Source: an optimization exercise on an open RTL-to-GDS flow (aim: small area). Production flows keep margins and buffers that such runs may drop. The RTL was checked by simulation tests, not by an equivalence proof against the original design. Power and IR drop assume default switching activity. The flow treats the clock pin as an ideal source, which a real chip does not have.

**design.v**
```verilog
package sram_pkg;
  localparam int BYTE_W = 8;
endpackage
module sram_1r1w_be_clr
#(
  parameter int                DATA_W  = 64,
  parameter int                DEPTH   = 64,
  parameter int                ADDR_W  = $clog2(DEPTH),
  parameter int                RD_LAT  = 1,
  parameter logic [DATA_W-1:0] CLR_VAL = '0
) (
  input  logic                       clk,
  input  logic                       rst_n,
  input  logic                       clr_req,
  output logic                       clr_busy,
  input  logic                       wr_en,
  input  logic [ADDR_W-1:0]          wr_addr,
  input  logic [DATA_W/8-1:0]        wr_be,
  input  logic [DATA_W-1:0]          wr_data,
  input  logic                       rd_en,
  input  logic [ADDR_W-1:0]          rd_addr,
  output logic                       rd_valid,
  output logic [DATA_W-1:0]          rd_data
);
  localparam int NB = DATA_W / 8;
  logic              busy;
  logic [ADDR_W-1:0] clr_ptr;
  logic              ph;
  always_ff @(posedge clk or negedge rst_n) begin
    if (!rst_n) begin
      busy    <= 1'b1;
      clr_ptr <= '0;
      ph      <= 1'b0;
    end else begin
      ph <= ~ph;
      if (busy) begin
        clr_ptr <= clr_ptr + ADDR_W'(1);
        if (clr_ptr == ADDR_W'(DEPTH - 1)) busy <= 1'b0;
      end else if (clr_req) begin
        busy <= 1'b1;
      end
    end
  end
  assign clr_busy = busy;
  logic [ADDR_W-1:0] wa;
  logic              we;
  logic [NB-1:0]     wbe_n;
  logic [DATA_W-1:0] wcol;
  logic [7:0]        whi, wlo;
  assign wa    = busy ? clr_ptr : wr_addr;
  assign we    = busy | wr_en;
  assign wbe_n = ~(wr_be | {NB{busy}});
  for (genvar i = 0; i < 8; i++) begin : g_wdec
    assign whi[i] = we & (wa[5:3] == 3'(i));
    assign wlo[i] = (wa[2:0] == 3'(i));
  end
  for (genvar c = 0; c < DATA_W; c++) begin : g_wcol
    assign wcol[c] = busy ? (CLR_VAL[c] ^ ph) : (wr_be[c/8] ? (wr_data[c] ^ ph) : 1'b1);
  end
  logic [DATA_W-1:0] mem [DEPTH];
  for (genvar r = 0; r < DEPTH; r++) begin : g_row
    logic              keep;
    logic [DATA_W-1:0] q, d;
    sram_nand2 u_keep (.a(whi[r/8]), .b(wlo[r%8]), .y(keep));
    for (genvar b = 0; b < NB; b++) begin : g_byte
      logic ld;
      sram_nor2 u_ld (.a(keep), .b(wbe_n[b]), .y(ld));
      for (genvar i = 0; i < 8; i++) begin : g_bit
        sram_oai22 u_cell (.a1(q[8*b+i]), .a2(ld), .b1(wcol[8*b+i]), .b2(keep), .y(d[8*b+i]));
      end
    end
    always_ff @(posedge clk) q <= d;
    assign mem[r] = q;
  end
  logic              rv_q;
  logic [DATA_W-1:0] rd_q;
  logic [NB-1:0]     byp;
  always_ff @(posedge clk or negedge rst_n) begin
    if (!rst_n) rv_q <= 1'b0;
    else        rv_q <= rd_en & ~busy;
  end
  for (genvar b = 0; b < NB; b++) begin : g_byp
    assign byp[b] = wr_en & ~busy & (wr_addr == rd_addr) & wr_be[b];
  end
  logic [7:0]       rhi, rlo;
  logic [DEPTH-1:0] sel_n;
  for (genvar i = 0; i < 8; i++) begin : g_rdec
    assign rhi[i] = (rd_addr[5:3] == 3'(i));
    assign rlo[i] = (rd_addr[2:0] == 3'(i));
  end
  for (genvar r = 0; r < DEPTH; r++) begin : g_sel
    sram_nand2 u_sel (.a(rhi[r/8]), .b(rlo[r%8]), .y(sel_n[r]));
  end
  logic [DATA_W-1:0] rd_word;
  for (genvar c = 0; c < DATA_W; c++) begin : g_rcol
    logic [DEPTH/2-1:0] h;    
    for (genvar k = 0; k < DEPTH/2; k++) begin : g_l1
      sram_oai22 u_oai (.a1(mem[2*k][c]), .a2(sel_n[2*k]), .b1(mem[2*k+1][c]), .b2(sel_n[2*k+1]), .y(h[k]));
    end
    sram_rd_col u_col (.h(h), .ph(ph), .byp(byp[c/8]), .wd(wr_data[c]), .y(rd_word[c]));
  end
  always_ff @(posedge clk) rd_q <= rd_word;
  assign rd_valid = rv_q;
  assign rd_data  = rd_q;
endmodule
module sram_nand2 (
  input  logic a, b,
  output logic y
);
  assign y = ~(a & b);
endmodule
module sram_nor2 (
  input  logic a, b,
  output logic y
);
  assign y = ~(a | b);
endmodule
module sram_oai22 (
  input  logic a1, a2, b1, b2,
  output logic y
);
  assign y = ~((a1 | a2) & (b1 | b2));
endmodule
module sram_rd_col #(
  parameter int N = 32
) (
  input  logic [N-1:0] h,
  input  logic         ph,
  input  logic         byp,
  input  logic         wd,
  output logic         y
);
  assign y = byp ? wd : (~(|h) ^ ph);
endmodule
```
**flow/run.sh**
```bash
#!/bin/bash
# Layout flow: the standard ORFS flow (standard.sh, unchanged synthesis),
# with these changes to how the layout is built:
#  - clock tree synthesis with larger sink clusters and no dummy loads;
#  - port buffers of the smallest buffer cell.
# Each run's full output goes to a log file in the work folder; ORFS also keeps
# its per-step logs under orfs/logs/.
set -euo pipefail
export CTS_ARGS="-sink_clustering_enable -repair_clock_nets -dont_use_dummy_load -sink_clustering_size 28 -sink_clustering_max_diameter 100"
export BUFFER_PORTS_ARGS="-buffer_cell sky130_fd_sc_hd__buf_2"
bash standard.sh synth > flow_synth.log 2>&1
bash standard.sh > flow_layout.log 2>&1
```
**standard.sh**
```bash
#!/bin/bash
# synth_recipe.tcl (not shown) runs the flow's synth.tcl, then flattens the netlist and writes it again
# the make line also repeats each setting of config.mk as NAME=value (left out here)
make -C /OpenROAD-flow-scripts/flow DESIGN_CONFIG=/design/flow/config.mk WORK_HOME=/design/flow/orfs CLKGATE_MAP_FILE= SYNTH_SCRIPT=/design/flow/synth_recipe.tcl "${@:-finish}"
```
**config.mk**
```make
export PLATFORM = sky130hd
export DESIGN_NAME = sram_1r1w_be_clr
export DESIGN_NICKNAME = sram_1r1w_be_clr
export VERILOG_FILES = /design/flow/design.v
export SDC_FILE = /design/flow/constraint.sdc
export NUM_CORES = 4
export LEC_CHECK = 0
export ABC_CLOCK_PERIOD_IN_PS = 5000
export CAP_MARGIN = 5
export CORE_MARGIN = 2
export CORE_UTILIZATION = 68
export PLACE_DENSITY = 0.78
export SLEW_MARGIN = 5
export SYNTH_HIERARCHICAL = 1
```
**constraint.sdc**
```tcl
create_clock -name core_clock -period 5.0 [get_ports {clk}]
set_input_delay 1.0000 -clock core_clock [delete_from_list [all_inputs] [get_ports {clk}]]
set_output_delay 1.0000 -clock core_clock [all_outputs]
set_load 0.01 [all_outputs]
```
==> results of run 1 <==
## per-module statistics from Yosys (local to each module, per instance)
| module | area [µm²] | flip-flops and latches |
|---|---|---|
| sram_rd_col | 96.3 | 0 |
| sram_oai22 | 6.26 | 0 |
| sram_nor2 | 3.75 | 0 |
| sram_1r1w_be_clr | 85400 | 4169 |
| sram_nand2 | 3.75 | 0 |
## sequential cells by signal (all words and copies together), names as in the netlist
name     count
ph           1
busy         1
rd_q        64
clr_ptr      6
rv_q         1
g_row.q   4096
## placed cells by master, fill, tap and decap left out, drive strengths merged, types with 65 or more instances in the layout
cell type and n:
o22ai 6144, a21oi 65, nor4 512, nor2 543, dfxtp 4160, clkbuf 167
o21ai 65, nor2b 67, buf 736, nand4 131, nand2 210
## stage by stage
stage / area, µm² / hold slack, ns
finish: 147000 / 0.345
global route: 147000 / 0.355
CTS: 147000 / 0.337
detailed placement: 143000 / 0.438
global placement: 143000 / 0.430
floorplan: 132000 / 0.422
## worst min-delay path, cell delays in order
cell,delay [ns]
buf_2,0.10
nand2_1,0.05
nand3_1,0.08
## worst min path at each step
stage | from | endpoint | slack [ns] | cells after the start
6_report | wr_data[57] | rd_q[57] | 0.35 | 3
5_1_grt | wr_data[3] | rd_q[3] | 0.35 | 3
4_1_cts | wr_data[57] | rd_q[57] | 0.34 | 3
3_5_place_dp | g_row[27].q[9] | g_row[27].q[9] | 0.44 | 1
3_3_place_gp | g_row[35].q[33] | g_row[35].q[33] | 0.43 | 1
2_1_floorplan | g_row[11].q[0] | g_row[11].q[0] | 0.42 | 1
## power by group
part,switching [µW],internal (µW),total [µW]
logic,10600,9650,20200
clock network,9970,6020,16000
registers,9480,50100,59600
total,30000,65800,95800
## cell families after synthesis
| logic type | Yosys count | share of synthesized area |
|---|---|---|
| flops | 4169 | 0.631 |
| buf+inv | 47 | 0.00209 |
| simple gates | 1617 | 0.0653 |
| compound gates | 6284 | 0.296 |
| mux | 66 | 0.00501 |
| fa+ha+maj | 1 | 0.0000945 |
| xor+xnor | 11 | 0.000841 |
## area by class of cell
type | instances | area share
well taps | 2526 | 0.0215
repair buffers | 737 | 0.0402
multi-input cells | 7979 | 0.342
inverters | 8 | 0.000204
diodes | 27 | 0.000459
flip-flops and latches | 4169 | 0.567
clock buffers | 167 | 0.0284
## routing by layer
layer	share of wire	wire length (µm)
met2	0.40	219000
met3	0.16	86700
met5	0.00096	526
met1	0.33	181000
met4	0.11	58200
## what timing repair did
| action | 4_1_cts | 5_1_grt |
|---|---|---|
| hold endpoints to repair | 6 | 0 |
| hold buffers | 1 | 0 |
| gates resized for setup | 0 | 0 |
==> impl_metrics.json, run 1 <==
{
  "synth_top_area_cell": "dfxtp_1",
  "fp.dieH_um": 445,
  "worst_setup_path_start_kind": "input pin",
  "synth_fp_nets": 12300,
  "setup_tns_ns": 0,
  "register_area_um2": 83500,
  "drtPass1Iterations": 11,
  "io_buffers": 154,
  "crit_path_start": "rd_addr[4]",
  "fill_cells": 13100,
  "synthArstFlopShare": 0.00216,
  "grt_busiest_layer": "met2",
  "synthTopCellsByArea": "dfxtp_1 63%, o22ai_1 29%, nor4_1 2.1%",
  "cp-end-kind": "flip-flop",
  "max-cap-violations": 0,
  "synth_top_area_share": 0.629,
  "ios": 155,
  "synth_cell_type_count": 40,
  "final_util": 0.763,
  "maxSlewHeadroom": 0.106,
  "place_congestion": 1.04,
  "hold_violations": 0,
  "rsz0062_at_grt": "no",
  "dr.first_iter.drc_count": 22700,
  "p_leak_uw": 0.0556,
  "grt.met1_usage": 0.628,
  "fin_cells": 15600,
  "wirelength_um": 545000,
  "status": "finished clean",
  "fp.dieW_um": 445,
  "grt_pass1_vias": 121000,
  "clock.fmax_mhz": 243,
  "rows": 161,
  "ys_seq_area_frac": 0.631,
  "areaGrowthSynthToFinish_pct": 11.2,
  "layout.nets": 13200,
  "routedWlPerCell_um": 34.9,
  "setup_ws_ns": 0.877,
  "post_synth_inst_count": 12200,
  "cts_setup_buffers": 0,
  "grt_use_met3": 0.203,
  "dpl.hpwl_um": 355000,
  "drive_gt1_frac": 0.0916,
  "worstPathCellList": "buf_2, nor3_2, buf_4, nand2_4, buf_4, o22ai_1, nor4_1, nand4_1, or4_1, nand3_1",
  "r2r_cells": 7,
  "met2_usage": 0.734,
  "path_delay_family": "simple AND/OR/NAND/NOR gates",
  "crit_cells": 10,
  "drv_slew": 0,
  "die_area_um2": 198000,
  "initial_core_util": 0.686,
  "required_ns": 5.84,
  "dp.cells": 15400,
  "clock_latency_ns": 0.92,
  "r2r_start": "busy",
  "grt-ovfl-total": 0,
  "cts_tree": "yes",
  "power_uw": 95800,
  "grt_max_degree": 195,
  "setup_viol": 0,
  "crit_buf_inv": 3,
  "tightestPinTransition_ns": 1.34,
  "synth_seq_cells": 4169,
  "clk_path_buf_depth": 3,
  "crit_path_end": "rd_q[14]",
  "grt_pass1_wl_um": 781000,
  "cpPeakStageDelay_ns": 0.79,
  "synth_common_cells": "6144 x o22ai_1, 4160 x dfxtp_1, 543 x nor2_1, 448 x nor4_1, 210 x nand2_1",
  "cts_buffers": 167,
  "crit_fanout": 29,
  "ys.flop_type": "dfxtp_1",
  "core_um2": 193000,
  "post-place-ws_ns": 0.485,
  "cp.arrival_ns": 4.96,
  "synth_edf_count": 0,
  "worst_clock_skew_ns": 0.0488,
  "p_per_area_nw_per_um2": 651,
  "h-tree-depth": 4,
  "worstSetupPathType": "input pin to flip-flop",
  "r2r_setup_slack_ns": 0.90,
  "clock_sinks": 4169,
  "period_share": 0.825,
  "antenna_found_initial": 32,
  "multi_input_area_um2": 50400,
  "drc_errors": 0,
  "cts_root_buf": "clkbuf_16",
  "grtUsageTotal": 0.524,
  "slowest_stage": "nor4_1",
  "syn_area_um2": 132000,
  "ant_nets": 0,
  "ys_warn_count": 9,
  "period_needed_ns": 4.12,
  "hp-class": "input pin to flip-flop",
  "cts.reportedPaths.clkPinSlew_ns": 0.11,
  "routed_via_density": 8.33,
  "yosys.cell_count.top_type": "o22ai_1",
  "r2r_end": "g_row[46].q[20]",
  "vdd_drop_max_mv": 0.578,
  "crit_top_cell": "buf_4",
  "vias": 130000,
  "synth_area_per_cell_um2": 10.9
}
==> run 2: changes to the inputs <==
--- a/flow/run.sh
+++ b/flow/run.sh
@@ -6,7 +6,7 @@
 # Each run's full output goes to a log file in the work folder; ORFS also keeps
 # its per-step logs under orfs/logs/.
 set -euo pipefail
-export CTS_ARGS="-sink_clustering_enable -repair_clock_nets -dont_use_dummy_load -sink_clustering_size 28 -sink_clustering_max_diameter 100"
+export CTS_ARGS="-sink_clustering_enable -repair_clock_nets -dont_use_dummy_load -sink_clustering_size 32 -sink_clustering_max_diameter 100"
 export BUFFER_PORTS_ARGS="-buffer_cell sky130_fd_sc_hd__buf_2"
 bash standard.sh synth > flow_synth.log 2>&1
 bash standard.sh > flow_layout.log 2>&1
--- a/config.mk
+++ b/config.mk
@@ -6,9 +6,9 @@
 export NUM_CORES = 4
 export LEC_CHECK = 0
 export ABC_CLOCK_PERIOD_IN_PS = 5000
-export CAP_MARGIN = 5
+export CAP_MARGIN = 10
 export CORE_MARGIN = 2
 export CORE_UTILIZATION = 68
 export PLACE_DENSITY = 0.78
-export SLEW_MARGIN = 5
+export SLEW_MARGIN = 10
 export SYNTH_HIERARCHICAL = 1
==> impl_metrics.json, run 2 <==
{
  "status": "finished clean",
  "cpPeakStageDelay_ns": 0.85,
  "drv_slew": 0,
  "hp-start": "wr_data[57]",
  "synth_top_area_cell": "dfxtp_1",
  "vdd_drop_max_mv": 0.559,
  "dr.first_iter.drc_count": 22200,
  "cts_buffers": 148,
  "synth_common_cells": "6144 x o22ai_1, 4160 x dfxtp_1, 543 x nor2_1, 448 x nor4_1, 210 x nand2_1",
  "initial_core_util": 0.686,
  "clk_path_buf_depth": 3,
  "fp.dieW_um": 445,
  "drc_errors": 0,
  "areaGrowthSynthToFinish_pct": 10.9,
  "fp.dieH_um": 445,
  "largest_reg_flops": 4096,
  "synth_area_per_cell_um2": 10.9,
  "required_ns": 5.82,
  "synth_top_area_share": 0.629,
  "synth_cell_type_count": 40,
  "layout.nets": 13100,
  "maxSlewHeadroom": 0.0951,
  "slowest_stage": "nor4_1",
  "path_delay_family": "simple AND/OR/NAND/NOR gates",
  "rsz0062_at_grt": "no",
  "worst_setup_path_start_kind": "input pin",
  "clock_latency_ns": 0.90,
  "ys_warn_count": 9,
  "r2r_end": "g_row[26].q[37]",
  "fill_cells": 13200,
  "post_synth_inst_count": 12200,
  "dpl.hpwl_um": 355000,
  "worstPathCellList": "buf_2, nor3_2, buf_4, nand2_4, buf_4, o22ai_1, nor4_1, nand4_1, or4_1, nand3_1",
  "crit_top_cell": "buf_4",
  "synth_edf_count": 0,
  "cp.arrival_ns": 5.00,
  "vias": 129000,
  "rows": 161,
  "cts_setup_buffers": 0,
  "cts_root_buf": "clkbuf_16",
  "whs_path_depth": 3,
  "ant_nets": 0,
  "syn_area_um2": 132000,
  "regMostFlops": "g_row.q",
  "grt_pass1_wl_um": 778000,
  "period_needed_ns": 4.18,
  "period_share": 0.835,
  "tightestPinTransition_ns": 1.35,
  "r2r_setup_slack_ns": 0.94,
  "cts.reportedPaths.clkPinSlew_ns": 0.12,
  "grt_pass1_vias": 121000,
  "worst_clock_skew_ns": 0.0558,
  "ys.flop_type": "dfxtp_1",
  "drtPass1Iterations": 12,
  "r2r_cells": 7,
  "clock_sinks": 4169,
  "synth_seq_cells": 4169,
  "clock.fmax_mhz": 239,
  "yosys.cell_count.top_type": "o22ai_1",
  "die_area_um2": 198000,
  "ys_seq_area_frac": 0.631,
  "routedWlPerCell_um": 34.8,
  "synthTopCellsByArea": "dfxtp_1 63%, o22ai_1 29%, nor4_1 2.1%",
  "hold-path-endpoint": "rd_q[57]",
  "h-tree-depth": 4,
  "grt_max_degree": 195,
  "hold_violations": 0,
  "worstSetupPathType": "input pin to flip-flop",
  "timing.hold.ws_ns": 0.358,
  "final_cell_mix": "6144 x o22ai_1, 4160 x dfxtp_1, 535 x nor2_1",
  "place_congestion": 1.04,
  "synth_fp_nets": 12300,
  "max-cap-violations": 0,
  "core_um2": 193000,
  "p_leak_uw": 0.0554,
  "r2r_start": "busy",
  "grtUsageTotal": 0.521,
  "grt-ovfl-total": 0,
  "antenna_found_initial": 29,
  "final_common_cell": "o22ai_1",
  "reg.largest.list": "g_row.q: 4096 flops, rd_q: 64 flops, clr_ptr: 6 flops",
  "setup_tns_ns": 0,
  "crit_buf_inv": 3,
  "wirelength_um": 542000,
  "drive_gt1_frac": 0.0903,
  "io_buffers": 154,
  "crit_fanout": 29,
  "p_per_area_nw_per_um2": 647,
  "ios": 155,
  "hp-class": "input pin to flip-flop",
  "setup_viol": 0,
  "cts_tree": "yes",
  "routed_via_density": 8.29,
  "cp-end-kind": "flip-flop",
  "synthArstFlopShare": 0.00216
}
==> run 2: cell types whose count changed in the layout (fill, tap and decap cells not counted) <==
cell       delta
clkbuf_16    -19
diode_2       -7
==> run 2: worst max-delay path by stage <==
stage / endpoint / cells past startpoint / from
floorplan: g_row[0].q[10] / 5 / ph
global placement: rd_q[24] / 9 / rd_addr[2]
detailed placement: rd_q[27] / 9 / rd_addr[2]
CTS: g_row[42].q[16] / 8 / busy
global route: g_row[26].q[37] / 7 / busy
finish: rd_q[14] / 10 / rd_addr[4]
==> run 2: routing by layer <==
| layer | global-route usage | wire, µm |
|---|---|---|
| met5 | 0.00342 | 408 |
| met4 | 0.452 | 58700 |
| met3 | 0.199 | 86400 |
| met2 | 0.728 | 217000 |
| met1 | 0.626 | 180000 |
==> run 2: kinds of logic (layout without fill, tap and decap cells) <==
group	after synthesis	after routing	synth area share
AOI/OAI and AO/OA	6284	6284	0.296
DFF	4169	4169	0.631
and+or+nand+nor	1617	1617	0.0653
muxes	66	66	0.00501
buffers and inverters	47	893	0.00209
xor gates and xnor gates	11	11	0.000841
adders and majority gates	1	1	0.0000945
other	0	20	0
==> run 2: where the power goes <==
part | internal (µW) | switching (µW) | total (µW)
Sequential | 50100 | 9460 | 59500
Clock | 5390 | 9770 | 15200
Combinational | 9650 | 10600 | 20200
==> run 2: layout make-up <==
type                    instances  area, µm²  share of cell area
inverters                       8       30.0            0.000205
repair buffers                737       5910              0.0403
diodes                         20       50.0            0.000341
well taps                    2526       3160              0.0215
multi-input cells            7979      50400               0.343
flip-flops and latches       4169      83500               0.569
clock buffers                 148       3700              0.0252
==> run 2: through the flow <==
stage / setup WS (ns) / utilization / area [µm²] / cells / total power [µW]
finish: 0.823 / 0.760 / 147000 / 15600 / 94900
global route: 0.908 / 0.760 / 147000 / 15600 / 98300
CTS: 1.16 / 0.760 / 147000 / 15600 / 93300
detailed placement: 0.485 / 0.741 / 143000 / 15400 / 79100
global placement: 0.534 / 0.741 / 143000 / 15400 / 76900
floorplan: 0.173 / - / 132000 / 12200 / 70700
==> run 2: worst register-to-register path: stages, from the launching register on <==
cell     delay (ns)
dfstp_2        0.66
buf_4          0.40
o21ai_0        0.29
nor2_1         0.58
buf_4          0.33
nand2_4        0.56
nor2_1         0.89
o22ai_1        0.21
==> run 2: what timing repair did <==
item                                    in CTS  in global routing
hold buffers                                 1                  0
hold endpoints to repair                     6                  0
resized for setup                            0                  0
endpoints found under the setup margin       0                  0
==> run 2: modules after synthesis, one instance, submodules excluded <==
module            times used  area, µm²  flip-flops and latches
sram_rd_col               64       96.3                       0
sram_1r1w_be_clr           1      85400                    4169
sram_oai22              6144       6.26                       0
sram_nand2               128       3.75                       0
sram_nor2                512       3.75                       0
==> run 3: changes to the inputs <==
--- a/config.mk
+++ b/config.mk
@@ -6,9 +6,9 @@
 export NUM_CORES = 4
 export LEC_CHECK = 0
 export ABC_CLOCK_PERIOD_IN_PS = 5000
-export CAP_MARGIN = 10
+export CAP_MARGIN = 20
 export CORE_MARGIN = 2
 export CORE_UTILIZATION = 68
 export PLACE_DENSITY = 0.78
-export SLEW_MARGIN = 10
+export SLEW_MARGIN = 20
 export SYNTH_HIERARCHICAL = 1
==> impl_metrics.json, run 3 <==
{
  "synth_compound_area_frac": 0.296,
  "grt_pass1_wl_um": 784000,
  "synth_common_cells": "6144 x o22ai_1, 4160 x dfxtp_1, 543 x nor2_1, 448 x nor4_1, 210 x nand2_1",
  "dpl.hpwl_um": 356000,
  "routedWlPerCell_um": 34.9,
  "period_share": 0.824,
  "dp.cells": 15400,
  "final_util": 0.761,
  "ys_warn_count": 9,
  "ys_seq_area_frac": 0.631,
  "worst_setup_path_start_kind": "input pin",
  "synth-xor-area-share": 0.000841,
  "cts_root_buf": "clkbuf_16",
  "register_area_um2": 83500,
  "core_um2": 193000,
  "hp-class": "input pin to flip-flop",
  "vdd_drop_max_mv": 0.508,
  "post_synth_inst_count": 12200,
  "timing.hold.ws_ns": 0.354,
  "yosys.cell_count.top_type": "o22ai_1",
  "hold_buffers": 1,
  "cts_tree": "yes",
  "clock_sinks": 4169,
  "ant_nets": 0,
  "cts.reportedPaths.clkPinSlew_ns": 0.12,
  "slowest_stage": "nor4_1",
  "synth_top_area_share": 0.629,
  "cts_setup_buffers": 0,
  "drtPass1Iterations": 9,
  "layout.nets": 13100,
  "clock.fmax_mhz": 243,
  "worstSetupPathType": "input pin to flip-flop",
  "final_common_cell": "o22ai_1",
  "place_area_um2": 143000,
  "wirelength_um": 545000,
  "h-tree-depth": 4,
  "dr.first_iter.drc_count": 21800,
  "synth_seq_cells": 4169,
  "drive_gt1_frac": 0.0906,
  "fp.dieW_um": 445,
  "setup_tns_ns": 0,
  "path_delay_family": "simple AND/OR/NAND/NOR gates",
  "crit_fanout": 24,
  "areaGrowthSynthToFinish_pct": 11.0,
  "maxSlewHeadroom": 0.147,
  "clk_path_buf_depth": 3,
  "worst_clock_skew_ns": 0.0431,
  "cts_buffers": 148,
  "vias": 129000,
  "antenna_found_initial": 31,
  "synth_fa_ha_area_frac": 0.0000945,
  "synthMuxAreaShare": 0.00501,
  "cp-end-kind": "flip-flop",
  "drc_errors": 0,
  "cp.arrival_ns": 4.94,
  "synth_top_area_cell": "dfxtp_1",
  "place_congestion": 1.04,
  "multi_input_area_um2": 50400,
  "worstPathCellList": "buf_2, and3b_1, nand2_4, o22ai_1, nor4_1, nand4_1, or4_1, nand3_1",
  "required_ns": 5.82,
  "synth_area_per_cell_um2": 10.9,
  "clock_latency_ns": 0.89,
  "grt-ovfl-total": 0,
  "final_cell_mix": "6144 x o22ai_1, 4160 x dfxtp_1, 533 x nor2_1",
  "synthArstFlopShare": 0.00216,
  "fin_cells": 15600,
  "grt_max_degree": 195,
  "p_per_area_nw_per_um2": 647,
  "cpPeakStageDelay_ns": 1.04,
  "synth_cell_type_count": 40,
  "ctsResizeCount": 0,
  "die_area_um2": 198000,
  "setup_viol": 0,
  "ys.flop_type": "dfxtp_1",
  "synth_top_family_by_area": "compound AO/OA/AOI/OAI gates",
  "design_area_um2": 147000,
  "syn_area_um2": 132000,
  "largest_reg_flops": 4096,
  "rows": 161,
  "fill_cells": 13300,
  "synth_fp_nets": 12300,
  "crit_buf_inv": 1,
  "status": "finished clean",
  "fp.dieH_um": 445,
  "max-cap-violations": 0,
  "reg.largest.list": "g_row.q: 4096 flops, rd_q: 64 flops, clr_ptr: 6 flops",
  "tightestPinTransition_ns": 1.28,
  "synthSimpleGateAreaFrac": 0.0653,
  "synth_edf_count": 0,
  "io_buffers": 154,
  "grt_pass1_vias": 122000,
  "synthTopCellsByArea": "dfxtp_1 63%, o22ai_1 29%, nor4_1 2.1%",
  "period_needed_ns": 4.12,
  "routed_via_density": 8.29,
  "drv_slew": 0,
  "initial_core_util": 0.686,
  "grtUsageTotal": 0.525,
  "rsz0062_at_grt": "no",
  "ios": 155,
  "regMostFlops": "g_row.q",
  "p_leak_uw": 0.0554,
  "hold_violations": 0
}
-- run 3: final timing paths --
path                            startpoint         endpoint  slack, ns  cells after the start
min in group asynchronous            rst_n       clr_ptr[3]       0.54                      2
min reg2reg                g_row[34].q[54]  g_row[34].q[54]       0.45                      1
max                             rd_addr[2]         rd_q[46]       0.88                      8
max reg2reg                           busy  g_row[46].q[56]       0.96                      7
min                            wr_data[57]         rd_q[57]       0.35                      3
max in group asynchronous            rst_n             busy       4.19                      2
-- run 3: cell type report --
type,instances,share of cell area
well taps,2526,0.0215
diodes,47,0.000801
repair buffers,739,0.0406
flip-flops and latches,4169,0.569
multi-input cells,7979,0.343
clock buffers,148,0.0252
inverters,8,0.000204
-- run 3: per-stage QoR --
step	total power [µW]	setup slack, ns
6_report	95000	0.881
5_1_grt	98400	0.965
4_1_cts	93300	1.19
3_5_place_dp	79100	0.484
3_3_place_gp	76900	0.534
2_1_floorplan	70700	0.173
-- run 3: logic make-up (layout without fill, tap and decap cells) --
family,after synthesis,in the layout
multiplexers,66,66
XOR/XNOR,11,11
other,0,47
adder cells (fa/ha/maj),1,1
AO/OA/AOI/OAI,6284,6284
AND/OR/NAND/NOR,1617,1617
buffers and inverters,47,895
flip-flops,4169,4169
-- run 3: metal layers --
layer / GRT usage / vias to the layer above / share of wire
met3: 0.207 / 3167 / 0.16
met1: 0.631 / 61400 / 0.33
met5: 0.00757 / - / 0.0011
met4: 0.452 / 22 / 0.11
li1: - / 53100 / -
met2: 0.731 / 11700 / 0.40
-- run 3: where the power goes --
part | total, µW | switching [µW] | internal, µW
clock network | 15200 | 9790 | 5390
logic | 20300 | 10600 | 9650
registers | 59500 | 9440 | 50100
total | 95000 | 29900 | 65100
-- run 3: Yosys stat by module (local to each module, per instance) --
module | flops+latches | cells | cell area, µm² | times used
sram_oai22 | 0 | 1 | 6.26 | 6144
sram_nor2 | 0 | 1 | 3.75 | 512
sram_nand2 | 0 | 1 | 3.75 | 128
sram_rd_col | 0 | 15 | 96.3 | 64
sram_1r1w_be_clr | 4169 | 4451 | 85400 | 1
-- run 3: tightest hold or removal path, stage by stage --
cell and delay [ns]:
buf_2 0.10, nand2_1 0.05, nand3_1 0.07
==> run 4: changes to the inputs <==
==> flow/run.sh (replaced) <==
#!/bin/bash
# Layout flow: the standard ORFS flow (standard.sh, unchanged synthesis),
# with these changes to how the layout is built:
#  - clock tree synthesis with larger sink clusters and no dummy loads;
#  - port buffers of a small buffer cell;
#  - power recovery (downsizing gates with slack) after global routing.
# Each run's full output goes to a log file in the work folder; ORFS also keeps
# its per-step logs under orfs/logs/.
set -euo pipefail
export CTS_ARGS="-sink_clustering_enable -repair_clock_nets -dont_use_dummy_load -sink_clustering_size 32 -sink_clustering_max_diameter 100"
export BUFFER_PORTS_ARGS="-buffer_cell sky130_fd_sc_hd__buf_2"
export RECOVER_POWER=100
bash standard.sh synth > flow_synth.log 2>&1
bash standard.sh > flow_layout.log 2>&1
--- a/config.mk
+++ b/config.mk
@@ -8,7 +8,6 @@
 export ABC_CLOCK_PERIOD_IN_PS = 5000
 export CAP_MARGIN = 20
 export CORE_MARGIN = 2
-export CORE_UTILIZATION = 68
-export PLACE_DENSITY = 0.78
+export CORE_UTILIZATION = 55
 export SLEW_MARGIN = 20
 export SYNTH_HIERARCHICAL = 1
==> impl_metrics.json, run 4 <==
{
  "reg.largest.list": "g_row.q: 4096 flops, rd_q: 64 flops, clr_ptr: 6 flops",
  "p_leak_uw": 0.0556,
  "cts_root_buf": "clkbuf_16",
  "synth_area_per_cell_um2": 10.9,
  "core_um2": 240000,
  "setup_tns_ns": 0,
  "drive_gt1_frac": 0.0888,
  "so.violations": "capacitance limit, slew limit",
  "clock.fmax_mhz": 209,
  "post_synth_inst_count": 12200,
  "final_cell_mix": "6144 x o22ai_1, 4160 x dfxtp_1, 535 x nor2_1",
  "max-cap-violations": 13,
  "fill_cells": 19900,
  "ys.flop_type": "dfxtp_1",
  "grt_pass1_vias": 118000,
  "yosys.cell_count.top_type": "o22ai_1",
  "synth_top_area_cell": "dfxtp_1",
  "cts_tree": "yes",
  "required_ns": 5.82,
  "place_congestion": 0.983,
  "synth_edf_count": 0,
  "clk_path_buf_depth": 3,
  "fp.dieW_um": 495,
  "vias": 126000,
  "synthTopCellsByArea": "dfxtp_1 63%, o22ai_1 29%, nor4_1 2.1%",
  "setup_ws_ns": 0.226,
  "cts.reportedPaths.clkPinSlew_ns": 0.12,
  "vdd_drop_max_mv": 0.409,
  "routedWlPerCell_um": 35.2,
  "synth_seq_cells": 4169,
  "dpl.hpwl_um": 385000,
  "grt_pass1_wl_um": 814000,
  "crit_fanout": 31,
  "status": "complete, but fails checks",
  "final_common_cell": "o22ai_1",
  "wirelength_um": 575000,
  "rsz0062_at_grt": "no",
  "synthArstFlopShare": 0.00216,
  "areaGrowthSynthToFinish_pct": 11.9,
  "fp.dieH_um": 495,
  "worst_setup_path_start_kind": "input pin",
  "clock_latency_ns": 0.88,
  "drtPass1Iterations": 6,
  "synth_top_area_share": 0.629,
  "die_area_um2": 245000,
  "period_needed_ns": 4.77,
  "cp.arrival_ns": 5.59,
  "routed_via_density": 7.73,
  "final_util": 0.618,
  "p_per_area_nw_per_um2": 639,
  "cts_setup_buffers": 0,
  "io_buffers": 154,
  "rows": 180,
  "clock_sinks": 4169,
  "h-tree-depth": 4,
  "ios": 155,
  "hold_violations": 0,
  "syn_area_um2": 132000,
  "design_area_um2": 148000,
  "ys_warn_count": 9,
  "initial_core_util": 0.552,
  "synth_cell_type_count": 40,
  "post-place-ws_ns": 0.0698,
  "grtUsageTotal": 0.448,
  "tightestPinTransition_ns": 2.14,
  "setup_viol": 0,
  "cts_buffers": 150,
  "worstSetupPathType": "input pin to flip-flop",
  "synth_common_cells": "6144 x o22ai_1, 4160 x dfxtp_1, 543 x nor2_1, 448 x nor4_1, 210 x nand2_1",
  "largest_reg_flops": 4096,
  "maxSlewHeadroom": -0.428,
  "regMostFlops": "g_row.q",
  "period_share": 0.955,
  "drc_errors": 0,
  "ys_seq_area_frac": 0.631,
  "place_area_um2": 145000,
  "layout.nets": 13200,
  "synth_fp_nets": 12300,
  "worst_clock_skew_ns": 0.0549,
  "drv_slew": 416,
  "grt-ovfl-total": 0,
  "antenna_found_initial": 35,
  "grt_max_degree": 98,
  "ant_nets": 0,
  "dr.first_iter.drc_count": 17700,
  "cp-end-kind": "flip-flop",
  "hp-class": "input pin to flip-flop"
}
[run 4: cell counts after synthesis]
Identical to the previous run, type by type.
[run 4: worst paths after layout]
check                                        to  slack, ns             from  depth (start not counted)
worst max-delay path                   rd_q[49]       0.23       rd_addr[2]                         10
worst min-delay path                    rd_q[7]       0.33       wr_data[7]                          3
worst max register to register  g_row[20].q[54]       0.38             busy                          8
worst min register to register  g_row[25].q[56]       0.45  g_row[25].q[56]                          1
max in group asynchronous            clr_ptr[2]       3.83            rst_n                          2
min in group asynchronous            clr_ptr[5]       0.69            rst_n                          2
[run 4: cell families (layout without fill, tap and decap cells)]
group / count (synthesis) / after routing / share of synthesized area
adder cells (fa/ha/maj): 1 / 1 / 0.0000945
AO/OA/AOI/OAI: 6284 / 6284 / 0.296
buffers and inverters: 47 / 976 / 0.00209
AND/OR/NAND/NOR: 1617 / 1617 / 0.0653
XOR/XNOR: 11 / 11 / 0.000841
flip-flops: 4169 / 4169 / 0.631
other: 0 / 19 / 0
multiplexers: 66 / 66 / 0.00501
[run 4: final cells by class]
class	count	area (µm²)	area share
clock buffer	150	3750	0.0253
timing repair buffer	818	6480	0.0438
multi-input combinational	7979	50300	0.340
tap	3185	3990	0.0269
antenna	19	47.5	0.000321
sequential	4169	83500	0.564
inverter	8	30.0	0.000203
[run 4: per-module statistics from Yosys, one instance, submodules excluded]
| module | area [µm²] | copies in the design | cells |
|---|---|---|---|
| sram_nor2 | 3.75 | 512 | 1 |
| sram_rd_col | 96.3 | 64 | 15 |
| sram_oai22 | 6.26 | 6144 | 1 |
| sram_nand2 | 3.75 | 128 | 1 |
| sram_1r1w_be_clr | 85400 | 1 | 4451 |
[run 4: power by group]
group / internal (µW) / switching [µW]
sequential: 50100 / 9060
combinational: 9660 / 10500
clock: 5460 / 9950
total: 65200 / 29500
[run 4: worst max-delay path: stages]
cell and delay [ns]:
clkbuf_1 0.62, nor3b_2 0.32, clkbuf_1 0.28, nand2_4 0.14
clkbuf_2 0.84, o22ai_1 0.23, nor4_1 0.85, nand4_1 0.61
or4_1 0.57, nand3_1 0.10
[run 4: through the flow]
stage	cells	hold WS [ns]	total power [µW]
6_report	16300	0.326	94700
2_1_floorplan	12200	0.422	70700
4_1_cts	16300	0.295	93800
3_5_place_dp	16200	0.438	79200
3_3_place_gp	16200	0.430	77400
5_1_grt	16300	0.304	98700
[run 4: repair_timing]
action	4_1_cts	5_1_grt
endpoints found under the hold margin	8	0
resized for setup	0	0
hold buffers	1	0
[run 4: metal layers]
layer / track usage / vias to the layer above / part of all wire
met3: 0.117 / 1753 / 0.12
met4: 0.324 / 24 / 0.087
met2: 0.651 / 8829 / 0.42
met1: 0.578 / 62300 / 0.37
li1: - / 53300 / -
met5: 0 / - / 0.00028
==> run 5: changes to the inputs <==
==> flow/run.sh (replaced) <==
#!/bin/bash
# Layout flow: the standard ORFS flow (standard.sh, unchanged synthesis),
# with these changes to how the layout is built:
#  - clock tree synthesis with larger sink clusters and no dummy loads;
#  - port buffers of the smallest buffer cell.
# Each run's full output goes to a log file in the work folder; ORFS also keeps
# its per-step logs under orfs/logs/.
set -euo pipefail
export CTS_ARGS="-sink_clustering_enable -repair_clock_nets -dont_use_dummy_load -sink_clustering_size 30 -sink_clustering_max_diameter 90"
export BUFFER_PORTS_ARGS="-buffer_cell sky130_fd_sc_hd__buf_2"
bash standard.sh synth > flow_synth.log 2>&1
bash standard.sh > flow_layout.log 2>&1
--- a/config.mk
+++ b/config.mk
@@ -6,8 +6,9 @@
 export NUM_CORES = 4
 export LEC_CHECK = 0
 export ABC_CLOCK_PERIOD_IN_PS = 5000
-export CAP_MARGIN = 20
+export CAP_MARGIN = 10
 export CORE_MARGIN = 2
-export CORE_UTILIZATION = 55
-export SLEW_MARGIN = 20
+export CORE_UTILIZATION = 68
+export PLACE_DENSITY = 0.78
+export SLEW_MARGIN = 10
 export SYNTH_HIERARCHICAL = 1
==> impl_metrics.json, run 5 <==
{
  "cts.reportedPaths.clkPinSlew_ns": 0.11,
  "required_ns": 5.68,
  "worstSetupPathType": "flip-flop to flip-flop",
  "ctsResizeCount": 0,
  "grtUsageTotal": 0.522,
  "grt_max_degree": 195,
  "p_int_uw": 65400,
  "worst_clock_skew_ns": 0.0642,
  "dr.first_iter.drc_count": 22500,
  "synthArstFlopShare": 0.00216,
  "hp-class": "input pin to flip-flop",
  "max-cap-violations": 0,
  "rows": 161,
  "worstPathCellList": "buf_4, a22oi_1, nor2_1, buf_4, nand2_4, nor2_1, o22ai_1",
  "r2r_start": "busy",
  "cts_tree": "yes",
  "vdd_drop_max_mv": 0.457,
  "routedWlPerCell_um": 34.8,
  "clk_path_buf_depth": 3,
  "cp-end-kind": "flip-flop",
  "post_synth_inst_count": 12200,
  "p_leak_uw": 0.0555,
  "seqPwrFrac": 0.625,
  "path_delay_family": "simple AND/OR/NAND/NOR gates",
  "maxSlewHeadroom": 0.114,
  "rsz0062_at_grt": "no",
  "hold_violations": 0,
  "hold-path-endpoint": "rd_q[6]",
  "slowest_stage": "nor2_1",
  "synth_area_per_cell_um2": 10.9,
  "clock.fmax_mhz": 244,
  "grt-ovfl-total": 0,
  "ios": 155,
  "r2r_cells": 7,
  "clock_latency_ns": 0.91,
  "ys.flop_type": "dfxtp_1",
  "grt_pass1_wl_um": 779000,
  "clock_sinks": 4169,
  "p_sw_frac": 0.314,
  "r2r_end": "g_row[47].q[56]",
  "drv_slew": 0,
  "crit_buf_inv": 2,
  "cts_root_buf": "clkbuf_16",
  "areaGrowthSynthToFinish_pct": 11.0,
  "io_buffers": 154,
  "final_cell_mix": "6144 x o22ai_1, 4160 x dfxtp_1, 535 x nor2_1",
  "cpPeakStageDelay_ns": 0.83,
  "synth_top_area_share": 0.629,
  "syn_area_um2": 132000,
  "place_congestion": 1.04,
  "hold_buffers": 1,
  "routed_via_density": 8.28,
  "grt_pass1_vias": 121000,
  "cp.arrival_ns": 4.78,
  "tightestPinTransition_ns": 1.33,
  "ys_warn_count": 9,
  "final_util": 0.762,
  "dp.cells": 15400,
  "synth_common_cells": "6144 x o22ai_1, 4160 x dfxtp_1, 543 x nor2_1, 448 x nor4_1, 210 x nand2_1",
  "drtPass1Iterations": 12,
  "p_per_area_nw_per_um2": 649,
  "h-tree-depth": 4,
  "switching_power_uw": 29900,
  "whs_path_depth": 3,
  "layout.nets": 13100,
  "cts_setup_buffers": 0,
  "synth_top_area_cell": "dfxtp_1",
  "fp.dieH_um": 445,
  "r2r_setup_slack_ns": 0.90,
  "worst_setup_path_start_kind": "flip-flop",
  "synth_fp_nets": 12300,
  "power_uw": 95400,
  "crit_fanout": 43,
  "synthTopCellsByArea": "dfxtp_1 63%, o22ai_1 29%, nor4_1 2.1%",
  "dpl.hpwl_um": 355000,
  "reg.largest.list": "g_row.q: 4096 flops, rd_q: 64 flops, clr_ptr: 6 flops",
  "fill_cells": 13200,
  "drc_errors": 0,
  "fin_cells": 15600,
  "largest_reg_flops": 4096,
  "synth_edf_count": 0,
  "synth_cell_type_count": 40,
  "ant_nets": 0,
  "combPwrFrac": 0.212,
  "initial_core_util": 0.686,
  "drive_gt1_frac": 0.0909,
  "power_frac_clock": 0.163,
  "vias": 129000,
  "synth_seq_cells": 4169,
  "fp.dieW_um": 445,
  "die_area_um2": 198000,
  "setup_tns_ns": 0,
  "antenna_found_initial": 32,
  "yosys.cell_count.top_type": "o22ai_1",
  "regMostFlops": "g_row.q",
  "setup_viol": 0,
  "final_common_cell": "o22ai_1",
  "period_needed_ns": 4.10,
  "ys_seq_area_frac": 0.631,
  "cts_buffers": 157,
  "core_um2": 193000,
  "hp-start": "wr_data[6]",
  "period_share": 0.820,
  "wirelength_um": 543000,
  "status": "finished clean"
}
==> run 5: cell counts after synthesis <==
No cell type changed its count.
==> run 5: logic make-up after synthesis <==
group,count (synthesis),share of synthesized area
AO/OA/AOI/OAI,6284,0.296
flip-flops,4169,0.631
AND/OR/NAND/NOR,1617,0.0653
multiplexers,66,0.00501
buffers and inverters,47,0.00209
XOR/XNOR,11,0.000841
adder cells (fa/ha/maj),1,0.0000945
==> run 5: area by class of cell <==
cell class | instances | area, µm² | share of cell area
antenna | 25 | 62.6 | 0.000426
clock buffer | 157 | 3930 | 0.0267
inverter | 8 | 30.0 | 0.000204
multi-input combinational | 7979 | 50400 | 0.343
sequential | 4169 | 83500 | 0.568
tap | 2526 | 3160 | 0.0215
timing repair buffer | 737 | 5920 | 0.0403
==> run 5: stage by stage <==
step	cell area, µm²	hold slack, ns	setup slack, ns
after floorplan	132000	0.422	0.173
after global placement	143000	0.430	0.534
after detailed placement	143000	0.438	0.485
after CTS	147000	0.348	1.13
after global routing	147000	0.365	0.951
final	147000	0.364	0.901
==> run 5: worst max path at each step <==
stage | slack [ns] | cells after the start | start | endpoint
final | 0.90 | 7 | busy | g_row[47].q[56]
after global routing | 0.95 | 7 | busy | g_row[47].q[58]
after CTS | 1.13 | 7 | busy | g_row[47].q[56]
after detailed placement | 0.48 | 9 | rd_addr[2] | rd_q[27]
after global placement | 0.53 | 9 | rd_addr[2] | rd_q[24]
after floorplan | 0.17 | 5 | ph | g_row[0].q[10]
==> run 5: metal layers <==
metal	track usage	wire length, µm	vias to the layer above
li1	-	-	53100
met1	0.631	181000	61300
met2	0.732	217000	11700
met3	0.194	86700	3055
met4	0.446	58200	21
met5	0.00537	364	-
==> run 5: Yosys stat by module, one instance, submodules excluded <==
| module | times used | area, µm² | cells |
|---|---|---|---|
| sram_rd_col | 64 | 96.3 | 15 |
| sram_1r1w_be_clr | 1 | 85400 | 4451 |
| sram_nand2 | 128 | 3.75 | 1 |
| sram_nor2 | 512 | 3.75 | 1 |
| sram_oai22 | 6144 | 6.26 | 1 |
==> run 5: power by group through the flow <==
stage / clock network (µW) / registers, µW / logic [µW]
finish: 15600 / 59600 / 20200
global route: 16400 / 61000 / 21300
CTS: 15300 / 59100 / 19300
detailed placement: 0 / 59700 / 19400
global placement: 0 / 58800 / 18100
floorplan: 0 / 57200 / 13500
==> run 5: tightest hold or removal path, stage by stage <==
cell	delay, ns
buf_2	0.10
nand2_1	0.05
nand3_1	0.06
==> run 6: changes to the inputs <==
--- a/design.v
+++ b/design.v
@@ -70,17 +70,13 @@
       end
     end
     always_ff @(posedge clk) q <= d;
-    assign mem[r] = q;
+    assign mem[r] = d;
   end
   logic              rv_q;
   logic [DATA_W-1:0] rd_q;
-  logic [NB-1:0]     byp;
   always_ff @(posedge clk or negedge rst_n) begin
     if (!rst_n) rv_q <= 1'b0;
     else        rv_q <= rd_en & ~busy;
-  end
-  for (genvar b = 0; b < NB; b++) begin : g_byp
-    assign byp[b] = wr_en & ~busy & (wr_addr == rd_addr) & wr_be[b];
   end
   logic [7:0]       rhi, rlo;
   logic [DEPTH-1:0] sel_n;
@@ -97,7 +93,7 @@
     for (genvar k = 0; k < DEPTH/2; k++) begin : g_l1
       sram_oai22 u_oai (.a1(mem[2*k][c]), .a2(sel_n[2*k]), .b1(mem[2*k+1][c]), .b2(sel_n[2*k+1]), .y(h[k]));
     end
-    sram_rd_col u_col (.h(h), .ph(ph), .byp(byp[c/8]), .wd(wr_data[c]), .y(rd_word[c]));
+    sram_rd_col u_col (.h(h), .ph(ph), .y(rd_word[c]));
   end
   always_ff @(posedge clk) rd_q <= rd_word;
   assign rd_valid = rv_q;
@@ -126,9 +122,7 @@
 ) (
   input  logic [N-1:0] h,
   input  logic         ph,
-  input  logic         byp,
-  input  logic         wd,
   output logic         y
 );
-  assign y = byp ? wd : (~(|h) ^ ph);
+  assign y = (|h) ^ ph;
 endmodule
--- a/flow/run.sh
+++ b/flow/run.sh
@@ -6,7 +6,7 @@
 # Each run's full output goes to a log file in the work folder; ORFS also keeps
 # its per-step logs under orfs/logs/.
 set -euo pipefail
-export CTS_ARGS="-sink_clustering_enable -repair_clock_nets -dont_use_dummy_load -sink_clustering_size 30 -sink_clustering_max_diameter 90"
+export CTS_ARGS="-sink_clustering_enable -repair_clock_nets -dont_use_dummy_load -sink_clustering_size 28 -sink_clustering_max_diameter 100"
 export BUFFER_PORTS_ARGS="-buffer_cell sky130_fd_sc_hd__buf_2"
 bash standard.sh synth > flow_synth.log 2>&1
 bash standard.sh > flow_layout.log 2>&1
--- a/config.mk
+++ b/config.mk
@@ -6,9 +6,9 @@
 export NUM_CORES = 4
 export LEC_CHECK = 0
 export ABC_CLOCK_PERIOD_IN_PS = 5000
-export CAP_MARGIN = 10
+export CAP_MARGIN = 5
 export CORE_MARGIN = 2
-export CORE_UTILIZATION = 68
-export PLACE_DENSITY = 0.78
-export SLEW_MARGIN = 10
+export CORE_UTILIZATION = 65
+export PLACE_DENSITY = 0.75
+export SLEW_MARGIN = 5
 export SYNTH_HIERARCHICAL = 1
==> impl_metrics.json, run 6 <==
{
  "status": "complete, but fails checks",
  "so.violations": "setup timing",
  "crit_buf_inv": 1,
  "grt_use_met3": 0.138,
  "regMostFlops": "g_row.q",
  "grtUsageTotal": 0.472,
  "place_congestion": 0.998,
  "synth_edf_count": 0,
  "synth_top_area_cell": "dfxtp_1",
  "ant_nets": 0,
  "maxSlewHeadroom": 0.195,
  "grt_max_degree": 79,
  "grt_pass1_wl_um": 737000,
  "dpl.hpwl_um": 340000,
  "drc_errors": 0,
  "h-tree-depth": 4,
  "wirelength_um": 508000,
  "syn_area_um2": 131000,
  "p_leak_uw": 0.0543,
  "tightestPinTransition_ns": 1.20,
  "worst_setup_path_start_kind": "flip-flop",
  "cpPeakStageDelay_ns": 0.92,
  "setup_viol": 2,
  "slowest_stage": "nor4_1",
  "cp.arrival_ns": 5.91,
  "power_uw": 95900,
  "layout.nets": 13000,
  "ys_warn_count": 9,
  "final_common_cell": "o22ai_1",
  "period_needed_ns": 5.16,
  "grt.met1_usage": 0.607,
  "worst_clock_skew_ns": 0.0415,
  "ios": 155,
  "worstSetupPathType": "flip-flop to flip-flop",
  "vdd_drop_max_mv": 0.511,
  "required_ns": 5.75,
  "rsz0062_at_grt": "no",
  "fp.dieH_um": 453,
  "crit_path_start": "ph",
  "cts_root_buf": "clkbuf_16",
  "post_synth_inst_count": 12000,
  "synthArstFlopShare": 0.00216,
  "synth_area_per_cell_um2": 11.0,
  "core_um2": 200000,
  "initial_core_util": 0.655,
  "grt_pass1_vias": 117000,
  "drive_gt1_frac": 0.0972,
  "clock.fmax_mhz": 194,
  "cts_setup_buffers": 0,
  "worstPathCellList": "nand2b_2, nor2_2, a2bb2oi_4, buf_12, o22ai_1, o22ai_1, nor4_1, nand4_1, nor2_1, xnor2_1",
  "synth_fp_nets": 12100,
  "crit_fanout": 64,
  "cts_buffers": 166,
  "cts.reportedPaths.clkPinSlew_ns": 0.11,
  "ys.flop_type": "dfxtp_1",
  "ys_seq_area_frac": 0.636,
  "antenna_found_initial": 25,
  "fill_cells": 14100,
  "routedWlPerCell_um": 32.6,
  "cts_tree": "yes",
  "synth_top_area_share": 0.635,
  "grt-ovfl-total": 0,
  "synthTopCellsByArea": "dfxtp_1 63%, o22ai_1 29%, nor4_1 2.1%",
  "synth_common_cells": "6144 x o22ai_1, 4160 x dfxtp_1, 606 x nor2_1, 448 x nor4_1, 134 x nand2_1",
  "synth_cell_type_count": 34,
  "clock_latency_ns": 0.88,
  "setup_ws_ns": -0.159,
  "setup_tns_ns": -0.227,
  "fp.dieW_um": 453,
  "areaGrowthSynthToFinish_pct": 12.7,
  "dr.first_iter.drc_count": 17700,
  "rows": 164,
  "r2r_start": "ph",
  "cp-end-kind": "flip-flop",
  "path_delay_family": "simple AND/OR/NAND/NOR gates",
  "io_buffers": 154,
  "synth_seq_cells": 4169,
  "hp-class": "input pin to flip-flop",
  "drtPass1Iterations": 9,
  "vias": 123000,
  "clk_path_buf_depth": 3,
  "reg.largest.list": "g_row.q: 4096 flops, rd_q: 64 flops, clr_ptr: 6 flops",
  "drv_slew": 0,
  "grt_busiest_layer": "met2",
  "yosys.cell_count.top_type": "o22ai_1",
  "max-cap-violations": 0,
  "period_share": 1.03,
  "crit_top_cell": "o22ai_1",
  "clock_sinks": 4169,
  "p_per_area_nw_per_um2": 649,
  "hp-start": "rd_en",
  "routed_via_density": 7.92,
  "hold_violations": 0,
  "final_cell_mix": "6144 x o22ai_1, 4160 x dfxtp_1, 597 x nor2_1",
  "largest_reg_flops": 4096,
  "die_area_um2": 205000,
  "met2_usage": 0.686
}
run 6: changes by cell type in the layout (fill, tap and decap cells not counted), moves of 28 or more:
cell     previous run  this run
nand3_1            64         0
or4_1              64         0
nand2_4           119        48
nor2b_1            65         1
xnor2_1             8        68
nor2_1            535       597
nand2_1            82         6
nand2_2             9        72
buf_12             60       159
buf_4             521       493
o21ai_0            65         0
run 6: path summary, 6_finish.rpt:
kind | endpoint | slack (ns) | cells past startpoint
min reg2reg | g_row[31].q[47] | 0.44 | 1
min in group asynchronous | rv_q | 0.53 | 2
min | rv_q | 0.36 | 2
max reg2reg | rd_q[60] | -0.16 | 10
max | rd_q[60] | -0.16 | 10
max in group asynchronous | busy | 4.20 | 2
run 6: metal layers:
metal	routed length, µm	vias up
li1	-	52200
met1	186000	59700
met2	212000	9469
met3	69500	2109
met4	41500	10
met5	68	-
run 6: cell families after synthesis:
kind of cell               synth area share
AOI/OAI and AO/OA                     0.296
xor gates and xnor gates            0.00461
adders and majority gates         0.0000953
buffers and inverters               0.00165
DFF                                   0.636
muxes                               0.00461
and+or+nand+nor                      0.0562
run 6: area by class of cell:
class	count	area, µm²	share of cell area
tap	2656	3320	0.0225
antenna	20	50.0	0.000339
inverter	15	56.3	0.000381
sequential	4169	83500	0.565
timing repair buffer	808	7680	0.0519
multi-input combinational	7763	49100	0.332
clock buffer	166	4150	0.0281
run 6: where the power goes:
| part | internal [µW] | total, µW | switching (µW) |
|---|---|---|---|
| clock network | 5990 | 15900 | 9890 |
| logic | 10100 | 25300 | 15200 |
| registers | 49800 | 54700 | 4960 |
| total | 65800 | 95900 | 30100 |
run 6: Yosys stat by module, one instance, submodules excluded:
module	copies in the design	flip-flops and latches	cells
sram_nand2	128	0	1
sram_rd_col	64	0	12
sram_1r1w_be_clr	1	4169	4427
sram_nor2	512	0	1
sram_oai22	6144	0	1
run 6: timing repair:
action | 4_1_cts | 5_1_grt
cloned | 0 | 0
hold buffers | 1 | 0
gates resized for setup | 2 | 18
setup endpoints to repair | 5 | 14
endpoints found under the hold margin | 8 | 0
pin swaps | 2 | 5
run 6: through the flow:
stage | cell area [µm²] | instances | util | hold WS [ns] | setup slack (ns)
6_report | 148000 | 15600 | 0.738 | 0.359 | -0.159
5_1_grt | 148000 | 15600 | 0.738 | 0.364 | 0.00529
4_1_cts | 148000 | 15600 | 0.737 | 0.325 | 0.0157
3_5_place_dp | 143000 | 15400 | 0.716 | 0.433 | -0.467
3_3_place_gp | 143000 | 15400 | 0.716 | 0.425 | -0.472
2_1_floorplan | 131000 | 12000 | - | 0.418 | -0.161
==> run 7: changes to the inputs <==
--- a/flow/run.sh
+++ b/flow/run.sh
@@ -6,7 +6,7 @@
 # Each run's full output goes to a log file in the work folder; ORFS also keeps
 # its per-step logs under orfs/logs/.
 set -euo pipefail
-export CTS_ARGS="-sink_clustering_enable -repair_clock_nets -dont_use_dummy_load -sink_clustering_size 28 -sink_clustering_max_diameter 100"
+export CTS_ARGS="-sink_clustering_enable -repair_clock_nets -dont_use_dummy_load -sink_clustering_size 24 -sink_clustering_max_diameter 80 -buf_list {sky130_fd_sc_hd__clkbuf_8 sky130_fd_sc_hd__clkbuf_16}"
 export BUFFER_PORTS_ARGS="-buffer_cell sky130_fd_sc_hd__buf_2"
 bash standard.sh synth > flow_synth.log 2>&1
 bash standard.sh > flow_layout.log 2>&1
==> impl_metrics.json, run 7 <==
{
  "status": "complete, but fails checks",
  "so.violations": "setup timing",
  "dp.cells": 15400,
  "initial_core_util": 0.655,
  "setup_ws_ns": -0.106,
  "synth_compound_area_frac": 0.296,
  "fp.dieH_um": 453,
  "drtPass1Iterations": 12,
  "r2r_setup_slack_ns": -0.11,
  "clock_latency_ns": 0.90,
  "cp-end-kind": "flip-flop",
  "cts_setup_buffers": 0,
  "hp-class": "input pin to flip-flop",
  "ys.flop_type": "dfxtp_1",
  "setup_tns_ns": -0.115,
  "synth_fa_ha_area_frac": 0.0000954,
  "fill_cells": 14000,
  "regMostFlops": "g_row.q",
  "power_frac_clock": 0.174,
  "place_congestion": 0.998,
  "synth-xor-area-share": 0.00461,
  "final_common_cell": "o22ai_1",
  "synth_cell_type_count": 34,
  "synth_fp_nets": 12100,
  "drv_slew": 0,
  "switching_power_uw": 30300,
  "ant_nets": 0,
  "ys_seq_area_frac": 0.636,
  "final_cell_mix": "6144 x o22ai_1, 4160 x dfxtp_1, 597 x nor2_1",
  "synthMuxAreaShare": 0.00461,
  "fin_cells": 15600,
  "vias": 124000,
  "hold-path-endpoint": "rv_q",
  "antenna_found_initial": 24,
  "layout.nets": 13000,
  "synthSimpleGateAreaFrac": 0.0562,
  "ios": 155,
  "wirelength_um": 510000,
  "core_um2": 200000,
  "r2r_cells": 11,
  "worstSetupPathType": "flip-flop to flip-flop",
  "synth_edf_count": 0,
  "clock_sinks": 4169,
  "grtUsageTotal": 0.472,
  "p_sw_frac": 0.312,
  "synth_seq_cells": 4169,
  "vdd_drop_max_mv": 0.491,
  "p_leak_uw": 0.0547,
  "cts.reportedPaths.clkPinSlew_ns": 0.10,
  "dpl.hpwl_um": 340000,
  "synthTopCellsByArea": "dfxtp_1 63%, o22ai_1 29%, nor4_1 2.1%",
  "cts_buffers": 192,
  "routedWlPerCell_um": 32.6,
  "io_buffers": 154,
  "r2r_end": "rd_q[23]",
  "clk_path_buf_depth": 3,
  "reg.largest.list": "g_row.q: 4096 flops, rd_q: 64 flops, clr_ptr: 6 flops",
  "syn_area_um2": 131000,
  "fp.dieW_um": 453,
  "die_area_um2": 205000,
  "largest_reg_flops": 4096,
  "h-tree-depth": 4,
  "synth_area_per_cell_um2": 11.0,
  "tightestPinTransition_ns": 1.19,
  "clock.fmax_mhz": 196,
  "dr.first_iter.drc_count": 17700,
  "combPwrFrac": 0.261,
  "period_needed_ns": 5.11,
  "synth_common_cells": "6144 x o22ai_1, 4160 x dfxtp_1, 606 x nor2_1, 448 x nor4_1, 134 x nand2_1",
  "required_ns": 5.72,
  "cts_tree": "yes",
  "rows": 164,
  "areaGrowthSynthToFinish_pct": 13.2,
  "routed_via_density": 7.91,
  "cp.arrival_ns": 5.83,
  "crit_fanout": 35,
  "synth_top_area_cell": "dfxtp_1",
  "r2r_start": "busy",
  "ys_warn_count": 9,
  "drc_errors": 0,
  "synthArstFlopShare": 0.00216,
  "seqPwrFrac": 0.565,
  "synth_top_family_by_area": "compound AO/OA/AOI/OAI gates",
  "cts_root_buf": "clkbuf_16",
  "setup_viol": 2,
  "yosys.cell_count.top_type": "o22ai_1",
  "p_per_area_nw_per_um2": 653,
  "hp-start": "rd_en",
  "drive_gt1_frac": 0.0993,
  "worst_setup_path_start_kind": "flip-flop",
  "hold_violations": 0,
  "grt_pass1_vias": 117000,
  "post_synth_inst_count": 12000,
  "maxSlewHeadroom": 0.201,
  "max-cap-violations": 0,
  "period_share": 1.02,
  "grt_max_degree": 79,
  "p_int_uw": 66700,
  "grt_pass1_wl_um": 738000,
  "whs_path_depth": 2,
  "grt-ovfl-total": 0,
  "worst_clock_skew_ns": 0.0492,
  "synth_top_area_share": 0.635,
  "power_uw": 97000
}
==> run 7: cell counts after synthesis <==
No cell type changed its count.
==> run 7: cell type report <==
class	instances	area [µm²]	share of cell area
repair buffers	808	7680	0.0517
flip-flops and latches	4169	83500	0.562
inverters	15	56.3	0.000379
multi-input cells	7763	49100	0.331
diodes	20	50.0	0.000337
clock buffers	192	4800	0.0323
well taps	2656	3320	0.0224
==> run 7: metrics by stage <==
stage	util	area (µm²)	hold WS, ns	setup slack, ns
floorplan	-	131000	0.418	-0.161
CTS	0.741	148000	0.316	0.0164
detailed placement	0.716	143000	0.433	-0.467
global placement	0.716	143000	0.425	-0.472
finish	0.742	149000	0.344	-0.106
global route	0.742	149000	0.354	-0.0614
==> run 7: repair_timing <==
action                                 4_1_cts  5_1_grt
pin swaps                                    2        8
setup endpoints to repair                    4       15
gates resized for setup                      2       25
endpoints found under the hold margin        8        0
hold buffers                                 1        0
==> run 7: cells by family after synthesis <==
family                     after synthesis
and+or+nand+nor                       1407
muxes                                   60
buffers and inverters                   47
adders and majority gates                1
xor gates and xnor gates                69
AOI/OAI and AO/OA                     6226
DFF                                   4169
==> run 7: critical path: stages (launching register included) <==
cell and delay, ns:
dfstp_4 0.59, nor3b_1 0.48, a21oi_2 0.15, nor2_1 0.67, nand2_2 0.47, buf_12 0.33
o22ai_1 0.20, o22ai_1 0.15, nor4_2 0.53, nand4_1 0.79, nor2_1 0.44, xnor2_1 0.10
==> run 7: worst max path at each step <==
stage                     startpoint        to  slack [ns]  cells past startpoint
final                           busy  rd_q[23]       -0.11                     11
after global routing            busy  rd_q[21]       -0.06                     11
after CTS                       busy  rd_q[20]        0.02                     13
after detailed placement  wr_addr[5]  rd_q[23]       -0.47                     13
after global placement    wr_addr[5]  rd_q[23]       -0.47                     13
after floorplan                   ph  rd_q[56]       -0.16                      8
==> run 7: modules after synthesis (local to each module, per instance) <==
module / cells / flops+latches
sram_oai22: 1 / 0
sram_nand2: 1 / 0
sram_1r1w_be_clr: 4427 / 4169
sram_rd_col: 12 / 0
sram_nor2: 1 / 0
==> run 7: routing by layer <==
metal,global-route usage,wire (µm),vias up
li1,-,-,52300
met1,0.609,187000,59800
met2,0.688,213000,9392
met3,0.138,69700,2081
met4,0.318,40500,10
met5,0,60,-
==> run 7: power groups by stage <==
stage	combinational (µW)	sequential [µW]	clock (µW)
after floorplan	17000	53800	0
after global placement	22700	54600	0
after detailed placement	24200	55300	0
after CTS	24300	54600	16800
after global routing	27000	55900	17900
final	25300	54800	16900

==> static timing again, ports no longer ideal <==
How much do the figures lean on ideal ports? The routed layouts below were timed once more, with nothing changed but the port constraints. Step 1 assumes that a clkbuf_16 drives the clock port and a buf_2 every other input. Step 2 adds t to the input delays and takes it off the output delays; t is the mean of the earliest and latest rising clock arrival at the registers after step 1. Input paths then give back, and output paths get back, about the clock's delay inside the block. Three values: ideal, step 1, step 2; two values: the first two.
run	t, ns	slack for setup (ns)	latest minus earliest clock arrival (ns)	slew at the worst register clock pin (ns)	worst slew at a driven data input, ns
run 1	0.996	0.877 / 0.897 / -0.067	0.053 / 0.053	0.11 / 0.11	0.13
run 2	0.980	0.823 / 0.878 / -0.101	0.057 / 0.057	0.12 / 0.12	0.13
run 3	0.978	0.881 / 0.957 / -0.014	0.045 / 0.045	0.12 / 0.12	0.15
run 4	0.974	0.226 / 0.293 / -0.682	0.081 / 0.081	0.12 / 0.12	0.22
run 5	0.982	0.901 / 0.901 / 0.083	0.064 / 0.064	0.12 / 0.12	0.13
run 6	0.949	-0.159 / -0.159 / -0.442	0.051 / 0.051	0.12 / 0.12	0.32
run 7	0.961	-0.106 / -0.106 / -0.573	0.057 / 0.057	0.10 / 0.10	0.36
The setup slack of run 1, which loses most, moves by +0.020 ns with the drivers and by -0.944 ns with both steps.
